This design comes from an exercise in tuning for small area on the open sky130 flow, not from production work. Only simulation tests tie the RTL to the original design; equivalence was not proved. No activity file was given, so power comes from the tool's default toggle rates.

// chan_top
module chan_top (
	input  wire logic                       wb_clk,
	input  wire logic                       rst_n_i,
	input  wire logic                       reg_we_i,
	input  wire logic [4-1:0]      reg_adr_i,
	input  wire logic [16-1:0]         reg_dat_i,
	output logic [16-1:0]              reg_dat_o,
	input  wire logic                       adc_vld_i,
	input  wire logic [4*12-1:0]   adc_dat_i,
	output logic [16-1:0]              tx_dat_o,
	output logic                            tx_k_o,
	output logic                            tx_vld_o,
	input  wire logic                       tx_rdy_i
);
Size: ~2,300 cells after synthesis, ~110 I/O pins, roughly 0.027 mm2 of cells after synthesis.
==> flow/config.mk <==
export PLATFORM = sky130hd
export DESIGN_NAME = chan_top
export DESIGN_NICKNAME = chan_top
export VERILOG_FILES = /design/flow/design.v
export SDC_FILE = /design/flow/constraint.sdc
export NUM_CORES = 4
export LEC_CHECK = 0
export CAP_MARGIN = 10
export CORE_MARGIN = 2
export CORE_UTILIZATION = 65
export CTS_CLUSTER_DIAMETER = 100
export CTS_CLUSTER_SIZE = 28
export PLACE_DENSITY = 0.68
export SETUP_SLACK_MARGIN = 0.1
export SLEW_MARGIN = 10
export SYNTH_HIERARCHICAL = 1
==> flow/constraint.sdc <==
create_clock -name core_clock -period 5.0 [get_ports {wb_clk}]
set_input_delay 1.0000 -clock core_clock [delete_from_list [all_inputs] [get_ports {wb_clk}]]
set_output_delay 1.0000 -clock core_clock [all_outputs]
set_load 0.01 [all_outputs]
standard.sh (not shown) runs the stock make flow with config.mk's settings and CLKGATE_MAP_FILE= SYNTH_SCRIPT=/design/flow/synth_recipe.tcl, a recipe that flattens the netlist after the stock synthesis.
==> flow/flow/run.sh <==
#!/bin/bash
# Layout flow: the standard layout (standard.sh) with two changes.
#  1. Synthesis maps the logic with an area-oriented ABC script (flow/area.abc)
#     instead of ORFS's speed script. Everything else in synthesis is the standard flow's
#     own script (synth_recipe.tcl): same passes, same flip-flop mapping, same
#     flattening and renaming, so the registers are the standard ones.
#  2. The port buffers are sky130_fd_sc_hd__buf_1 (every input and output
#     port still gets one) instead of the delay cell buffer_ports picks.
# Each tool's output goes to a log file in this folder; ORFS's own per-step
# logs are under orfs/logs/.
set -euo pipefail
here=$(pwd)

# ORFS synth.tcl with the ABC script swapped after the preamble has set it up
orfs_synth="$FLOW_HOME/scripts/synth.tcl"
anchor='source $::env(SCRIPTS_DIR)/synth_preamble.tcl'
grep -qF "$anchor" "$orfs_synth"
awk -v anchor="$anchor" -v abc="$here/flow/area.abc" '
	{ print }
	$0 == anchor { print "lset abc_args 1 " abc }
' "$orfs_synth" > "$here/area_synth.tcl"
grep -q "lset abc_args 1 $here/flow/area.abc" "$here/area_synth.tcl"

# The standard flow's synthesis script, sourcing that copy instead of ORFS's synth.tcl
sed 's#^source $::env(SCRIPTS_DIR)/synth.tcl$#source '"$here"'/area_synth.tcl#' \
	"$here/synth_recipe.tcl" > "$here/area_synth_recipe.tcl"
grep -q "^source $here/area_synth.tcl\$" "$here/area_synth_recipe.tcl"

BUFFER_PORTS_ARGS="-buffer_cell sky130_fd_sc_hd__buf_1" \
	bash "$here/standard.sh" SYNTH_SCRIPT="$here/area_synth_recipe.tcl" finish \
	> "$here/standard_finish.log" 2>&1

test -s "$here/out/final.def"
==> flow/flow/area.abc <==
&get -n
&st
&syn2
&dch
&nf -a -R 1000
&put
topo
stime -c
Rerun with:
- CAP_MARGIN: 10 -> 20
- CTS_CLUSTER_DIAMETER: 100 -> 120
- CTS_CLUSTER_SIZE: 28 -> 30
- SLEW_MARGIN: 10 -> 20
The new run finished with timing, DRC and antenna clean.
Global-route usage stays flat.
Die area is unchanged.
Clock-buffer cell count is lower by 3.
Worst setup slack gets worse by 0.048 ns.
Rerun with:
- CTS_CLUSTER_DIAMETER: 120 -> 100
- CTS_CLUSTER_SIZE: 30 -> 28
- SETUP_SLACK_MARGIN: 0.1 -> 0.05
What happened: First-iteration DRC count rises by a few percent. Via count decreases slightly. Non-clock buffer count went down by 14. Hold slack improved by 0.0074 ns.
Rerun with:
- CAP_MARGIN: 20 -> 10
- PLACE_DENSITY: 0.68 -> 0.75
- SETUP_SLACK_MARGIN: 0.05 -> 0.1
- SLEW_MARGIN: 20 -> 10
What happened: The new run passed the timing, design-rule and antenna checks. Sequential share of layout area falls by 0.13 points. Core utilization rises by 0.20 points. Power stays flat. Combinational power barely changes. Worst setup slack got worse by 0.010 ns. Final area barely changes. Fmax is about the same.

-- static timing again, ports no longer ideal --
Ports are ideal in the flow. The routed layouts listed here were re-timed in OpenROAD.
Step 1: set_driving_cell puts a clkbuf_16 on wb_clk and a buf_2 on each other input, an assumption about the parent block.
Step 2 also shifts input and output timing later by t, the mid clock arrival at the registers, as if the neighbouring blocks saw the same clock.
Slacks: ideal / step 1 / step 2; pairs: ideal / step 1.
run	t (ns)	setup slack, ns	worst register clock-pin slew, ns
the first run	0.670	0.239 / 0.239 / 0.078	0.12 / 0.12
the second run	0.671	0.191 / 0.191 / 0.011	0.12 / 0.12
the third run	0.676	0.249 / 0.249 / 0.036	0.11 / 0.11
the fourth run	0.670	0.239 / 0.239 / 0.078	0.12 / 0.12
After both steps every run listed still meets setup and hold. The setup slack of the third run, which loses most, moves by 0.000 ns with the drivers and by -0.213 ns with both steps.
